Source: an optimization exercise on an open RTL-to-GDS flow (aim: small area, a short achievable clock period and few clock cycles per item). Production flows keep margins and buffers that such runs may drop. At most, simulation tests tie the RTL to the original design; equivalence was not proved. No activity file was given, so power comes from the tool's default toggle rates.

Design fft_mask_mult_pipe, start of the top module:
module fft_mask_mult_pipe (
    input  logic               clk_i,
    input  logic               rst_i,
    input  logic               clr_i,
    input  logic               in_valid_i,
    output logic               in_ready_o,
    input  logic signed [15:0] in_re_i,
    input  logic signed [15:0] in_im_i,
    input  logic signed [15:0] mask_i,
    input  logic               in_last_i,
    output logic               out_valid_o,
    input  logic               out_ready_i,
    output logic signed [15:0] out_re_o,
    output logic signed [15:0] out_im_o,
    output logic [8:0]         out_bin_o,
    output logic               out_last_o,
    output logic               sat_o,
    output logic               frame_err_o
);
    logic        en, accept, last_v;
    logic [8:0]  cnt_q, cnt_d, cnt_inc;
    logic        ferr_q, ferr_d, sat_q, sat_d;
    assign en         = !last_v || out_ready_i;
    assign in_ready_o = en;
    assign accept     = in_valid_i && en;
    assign cnt_inc = cnt_q[8] ? 9'd0 : cnt_q + 9'd1;
    always_comb begin
        cnt_d  = cnt_q;
        ferr_d = ferr_q;
  ...
Size: about 100 I/O pins, ~18000 µm² of cells after synthesis.
export LEC_CHECK = 0
export ABC_AREA = 1
export CAP_MARGIN = 0
export CORE_MARGIN = 2
export CORE_UTILIZATION = 40
export CTS_BUF_LIST = sky130_fd_sc_hd__clkbuf_16 sky130_fd_sc_hd__clkbuf_8
export CTS_CLUSTER_DIAMETER = 100
export CTS_CLUSTER_SIZE = 30
export SETUP_SLACK_MARGIN = 3.5
export SLEW_MARGIN = 0
export TNS_END_PERCENT = 20
create_clock -name core_clock -period 7.0 [get_ports {clk_i}]
standard.sh (not shown) runs the stock make flow with config.mk's settings and CLKGATE_MAP_FILE= SYNTH_SCRIPT=/design/flow/synth_recipe.tcl, a recipe that flattens the netlist after the stock synthesis.
==> flow/flow/run.sh <==
#!/bin/bash
# Own layout flow: the standard flow, with two changes.
#  1. After the standard synthesis, flow/fixpol.py re-chooses the polarity of
#     full-adder and xor cells so fewer inverters sit between them (the
#     netlist's function, registers and ports are unchanged).
#  2. Ports are buffered with buf_1 cells (BUFFER_PORTS_ARGS) instead of the
#     default pick.
# Each tool's full output goes to a log file in this folder.
set -euo pipefail
R=orfs/results/sky130hd/fft_mask_mult_pipe/base
export BUFFER_PORTS_ARGS="-buffer_cell sky130_fd_sc_hd__buf_1"
bash standard.sh synth > synth.log 2>&1
cp $R/1_2_yosys.v 1_2_yosys_standard.v
python3 flow/fixpol.py $R/1_2_yosys.v > fixpol.log 2>&1
rm -f $R/1_synth.odb $R/1_synth.sdc
bash standard.sh synth > synth_odb.log 2>&1
bash standard.sh finish > finish.log 2>&1
Other scripts of this flow, unchanged in this note and not shown: flow/flow/fixpol.py
Testbench counts at the start, summed over its fixed seeds: cycles 32,920, items 32,896.
Change:
--- a/flow/config.mk
+++ b/flow/config.mk
@@ -9 +9 @@
-export CAP_MARGIN = 0
+export CAP_MARGIN = 20
@@ -11 +11 @@
-export CORE_UTILIZATION = 40
+export CORE_UTILIZATION = 60
@@ -16 +16 @@
-export SLEW_MARGIN = 0
+export SLEW_MARGIN = 20
Clock power is lower by 7.1%; sequential power hardly moves; register-to-register slack loses 0.04 ns; first-iteration DRC count is lower by 2.7%; global-route usage is higher by 8.7 points; fmax is lower by 1.0%; setup slack loses 0.036 ns; routed wire length is lower by 9.7%; total power is lower by 2.4%; sequential cell count does not change; sequential share of layout area is higher by 0.75 points.

========
## wip/raven
Another version of the RTL of fft_mask_mult_pipe (not shown whole).
Size: about 100 I/O pins, roughly 0.017 mm2 of cells after synthesis.
==> flow/config.mk <==
export PLATFORM = sky130hd
export DESIGN_NAME = fft_mask_mult_pipe
export DESIGN_NICKNAME = fft_mask_mult_pipe
export VERILOG_FILES = /design/flow/design.v
export SDC_FILE = /design/flow/constraint.sdc
export NUM_CORES = 4
export LEC_CHECK = 0
export ABC_AREA = 1
export CAP_MARGIN = 20
export CORE_MARGIN = 2
export CORE_UTILIZATION = 40
export CTS_BUF_LIST = sky130_fd_sc_hd__clkbuf_16 sky130_fd_sc_hd__clkbuf_8
export CTS_CLUSTER_DIAMETER = 100
export CTS_CLUSTER_SIZE = 30
export PLACE_DENSITY = 0.75
export SETUP_SLACK_MARGIN = 3.8
export SLEW_MARGIN = 20
export TNS_END_PERCENT = 20
==> flow/constraint.sdc <==
create_clock -name core_clock -period 7.0 [get_ports {clk_i}]
set_input_delay 1.4000 -clock core_clock [delete_from_list [all_inputs] [get_ports {clk_i}]]
set_output_delay 1.4000 -clock core_clock [all_outputs]
set_load 0.01 [all_outputs]
==> flow/flow/run.sh <==
#!/bin/bash
# Own layout flow: the standard flow, with two changes.
#  1. After the standard synthesis, flow/fixpol.py re-chooses the polarity of
#     full-adder, xor and De Morgan-dual cells so fewer inverters remain, and
#     dissolves synthesis buffers (the placer re-buffers); the netlist's
#     function, registers and ports are unchanged.
#  2. Ports are buffered with buf_1 cells (BUFFER_PORTS_ARGS) instead of the
#     default pick.
# Each tool's full output goes to a log file in this folder.
set -euo pipefail
R=orfs/results/sky130hd/fft_mask_mult_pipe/base
export BUFFER_PORTS_ARGS="-buffer_cell sky130_fd_sc_hd__buf_1"
bash standard.sh synth > synth.log 2>&1
cp $R/1_2_yosys.v 1_2_yosys_standard.v
python3 flow/fixpol.py $FLOW_HOME/platforms/sky130hd/lib/sky130_fd_sc_hd__tt_025C_1v80.lib $R/1_2_yosys.v 0.5 > fixpol.log 2>&1
rm -f $R/1_synth.odb $R/1_synth.sdc
bash standard.sh synth > synth_odb.log 2>&1
bash standard.sh finish > finish.log 2>&1
Other scripts of this flow, unchanged in this note and not shown: flow/flow/fixpol.py
Testbench counts of wip/raven, summed over its fixed seeds: cycles 32,920, items 32,896.
Relative to wip/raven, the following input files were edited for wip/yarrow:
Settings: CORE_UTILIZATION: 40 -> 55; PLACE_DENSITY: 0.75 -> unset.
### Flow results
- Taking wip/raven as the reference, in wip/yarrow starting utilization of the core area picked up an extra 15 points; total power lost 2.5%; global-route usage picked up an extra 7.6 points; relative slew slack lost 8.5 points; final area lost about 2.6%.
- Compared with wip/raven, wip/yarrow shows a higher pin slew with the least headroom to its limit.
Setup changes, wip/yarrow to wip/delta
Settings: SETUP_SLACK_MARGIN now 3.7, was 3.8; CORE_UTILIZATION now 40, was 55.
--- outcome ---
- Initial antenna violation count came out exactly the same in wip/delta and wip/yarrow.
- The lower global-route usage over all layers of wip/delta and wip/yarrow is in wip/delta.
- The higher routed wire length per instance of wip/delta and wip/yarrow is in wip/yarrow.
- Of wip/delta and wip/yarrow, the run reporting the lower total internal power was wip/yarrow.
- Lower final layout net count was reported by wip/delta, not wip/yarrow.
What wip/umber does differently from wip/delta at the input level:
Settings: swapping 20 for 5 in TNS_END_PERCENT.
==> comparison <==
- wip/delta -> wip/umber: starting density of the core delta 0, exact match
- The global-route wire length before repair of wip/umber falls short of that of wip/delta by 500 um.
- Total power after layout essentially unchanged between wip/delta and wip/umber.
- From wip/delta to wip/umber, synthesized cell count did not move at all.
- Changes observed in wip/umber relative to wip/delta: net count reported at finish neither gained nor lost much; share of the clock period used by the worst path after layout neither gained nor lost much; synthesis-to-finish area growth barely changed; design area stayed essentially flat.
- As far as power of the clock network is concerned, wip/umber and wip/delta perform about the same.
- On switching power, wip/delta and wip/umber are neck and neck.

========
Starting RTL as in the previous note.
// fft_mask_mult_pipe
module fft_mask_mult_pipe (
    input  logic               clk_i,
    input  logic               rst_i,
    input  logic               clr_i,
    input  logic               in_valid_i,
    output logic               in_ready_o,
    input  logic signed [15:0] in_re_i,
    input  logic signed [15:0] in_im_i,
    input  logic signed [15:0] mask_i,
    input  logic               in_last_i,
    output logic               out_valid_o,
    input  logic               out_ready_i,
    output logic signed [15:0] out_re_o,
    output logic signed [15:0] out_im_o,
    output logic [8:0]         out_bin_o,
    output logic               out_last_o,
    output logic               sat_o,
    output logic               frame_err_o
);
Settings: LEC_CHECK=0, ABC_AREA=1, CAP_MARGIN=20, CORE_MARGIN=2, CORE_UTILIZATION=40, CTS_BUF_LIST=sky130_fd_sc_hd__clkbuf_16 sky130_fd_sc_hd__clkbuf_8, CTS_CLUSTER_DIAMETER=100, CTS_CLUSTER_SIZE=30, SETUP_SLACK_MARGIN=3.9, SLEW_MARGIN=20, TNS_END_PERCENT=20; clock period 7.0 ns.
Scripts as last shown in full above: flow/flow/run.sh
Other scripts of this flow, unchanged in this note and not shown: flow/flow/fixpol.py
Testbench counts at the start, summed over its fixed seeds: cycles 32,920, items 32,896.
Rerun with:
- SETUP_SLACK_MARGIN: 3.9 -> 3.5
What happened:
- The changed run produced a clean layout
- fmax went down by 8.2%
- core utilization came out lower by 3.2 points
- setup slack got worse by 0.28 ns
- hold slack got worse by 0.013 ns
- final area drops by 6.6%
Rerun with:
- SETUP_SLACK_MARGIN: 3.5 -> 4.1
What happened: The changed run ran to the end with no violations; power goes up by a few percent; setup slack gets better by 0.28 ns; flip-flop and latch count is unchanged.

========
fft_mask_mult_pipe, a different RTL version from the one above (not shown whole).
For scale: ~1900 cells after synthesis, about 100 I/O pins.
==> flow/design.v (excerpt) <==
module fft_mask_mult_pipe (
    input  logic               clk_i,
    input  logic               rst_i,
    input  logic               clr_i,
    input  logic               in_valid_i,
    output logic               in_ready_o,
    input  logic signed [15:0] in_re_i,
    input  logic signed [15:0] in_im_i,
    input  logic signed [15:0] mask_i,
    input  logic               in_last_i,
    output logic               out_valid_o,
    input  logic               out_ready_i,
    output logic signed [15:0] out_re_o,
    output logic signed [15:0] out_im_o,
    output logic [8:0]         out_bin_o,
    output logic               out_last_o,
    output logic               sat_o,
    output logic               frame_err_o
);
==> flow/config.mk <==
export PLATFORM = sky130hd
export DESIGN_NAME = fft_mask_mult_pipe
export DESIGN_NICKNAME = fft_mask_mult_pipe
export VERILOG_FILES = /design/flow/design.v
export SDC_FILE = /design/flow/constraint.sdc
export NUM_CORES = 4
export LEC_CHECK = 0
export ABC_AREA = 1
export CAP_MARGIN = 20
export CORE_MARGIN = 2
export CORE_UTILIZATION = 40
export SETUP_SLACK_MARGIN = 3.5
export SLEW_MARGIN = 20
export TNS_END_PERCENT = 20
==> flow/constraint.sdc <==
create_clock -name core_clock -period 7.0 [get_ports {clk_i}]
set_input_delay 1.4000 -clock core_clock [delete_from_list [all_inputs] [get_ports {clk_i}]]
set_output_delay 1.4000 -clock core_clock [all_outputs]
set_load 0.01 [all_outputs]
==> flow/flow/run.sh <==
#!/bin/bash
# Own layout flow: the standard flow, with two changes.
#  1. After the standard synthesis, flow/fixpol.py re-chooses the polarity of
#     full-adder and xor cells so fewer inverters sit between them (the
#     netlist's function, registers and ports are unchanged).
#  2. Ports are buffered with buf_2 cells (BUFFER_PORTS_ARGS) instead of the
#     default pick.
# Each tool's full output goes to a log file in this folder.
set -euo pipefail
R=orfs/results/sky130hd/fft_mask_mult_pipe/base
export BUFFER_PORTS_ARGS="-buffer_cell sky130_fd_sc_hd__buf_2"
bash standard.sh synth > synth.log 2>&1
cp $R/1_2_yosys.v 1_2_yosys_standard.v
python3 flow/fixpol.py $R/1_2_yosys.v > fixpol.log 2>&1
rm -f $R/1_synth.odb $R/1_synth.sdc
bash standard.sh synth > synth_odb.log 2>&1
bash standard.sh finish > finish.log 2>&1
Other scripts of this flow, unchanged in this note and not shown: flow/flow/fixpol.py
The starting point passed the timing, DRC and antenna checks.
Rerun with:
--- a/flow/config.mk
+++ b/flow/config.mk
@@ -12 +12 @@
-export SETUP_SLACK_MARGIN = 3.5
+export SETUP_SLACK_MARGIN = 3.2
=>
- design area went down by 4.8%
- count of clock-buffer cells in the layout climbs by 4
- die area is unchanged
- non-clock buffer count is lower by 102
- synthesized area stays the same
- sequential cell count stays the same
No functional check of the RTL was part of any run of this note.

afterwards: timing with drivers on the ports:
No port has a modelled driver above. Below, the same layouts with a new extraction and two added sets of constraints. Step 1 assumes that a clkbuf_16 drives the clock port and a buf_2 every other input. Step 2 also shifts input and output timing later by t, the mid clock arrival at the registers, as if the neighbouring blocks saw the same clock. a / b / c = ideal / step 1 / step 2; a / b = the first two.
run	shift t [ns]	setup slack, ns	hold WS [ns]	worst setup path at the end
the first run of note 1	0.553	3.520 / 3.520 / 3.520	0.434 / 0.434 / 0.434	register to register
the second run of note 1	0.546	3.484 / 3.484 / 3.484	0.435 / 0.435 / 0.435	register to register
wip/raven	0.544	3.807 / 3.798 / 3.703	0.434 / 0.434 / 0.434	input to register
wip/yarrow	0.545	3.693 / 3.693 / 3.474	0.440 / 0.440 / 0.440	input to register
wip/delta	0.570	3.698 / 3.677 / 3.677	0.442 / 0.442 / 0.442	input to output
wip/umber	0.571	3.698 / 3.677 / 3.677	0.441 / 0.441 / 0.441	input to output
the first run of note 3	0.566	3.829 / 3.816 / 3.732	0.455 / 0.455 / 0.455	input to register
the second run of note 3	0.574	3.547 / 3.547 / 3.547	0.442 / 0.442 / 0.442	register to register
the third run of note 3	0.562	3.824 / 3.817 / 3.740	0.445 / 0.445 / 0.445	input to register
the first run of note 4	0.617	3.480 / 3.480 / 3.480	0.423 / 0.423 / 0.423	register to register
the second run of note 4	0.604	3.218 / 3.218 / 3.218	0.428 / 0.428 / 0.428	register to register
After both steps setup and hold are still met in every run listed. For wip/yarrow, which loses most, drivers alone change the setup slack by 0.000 ns; drivers and shift together by -0.219 ns.
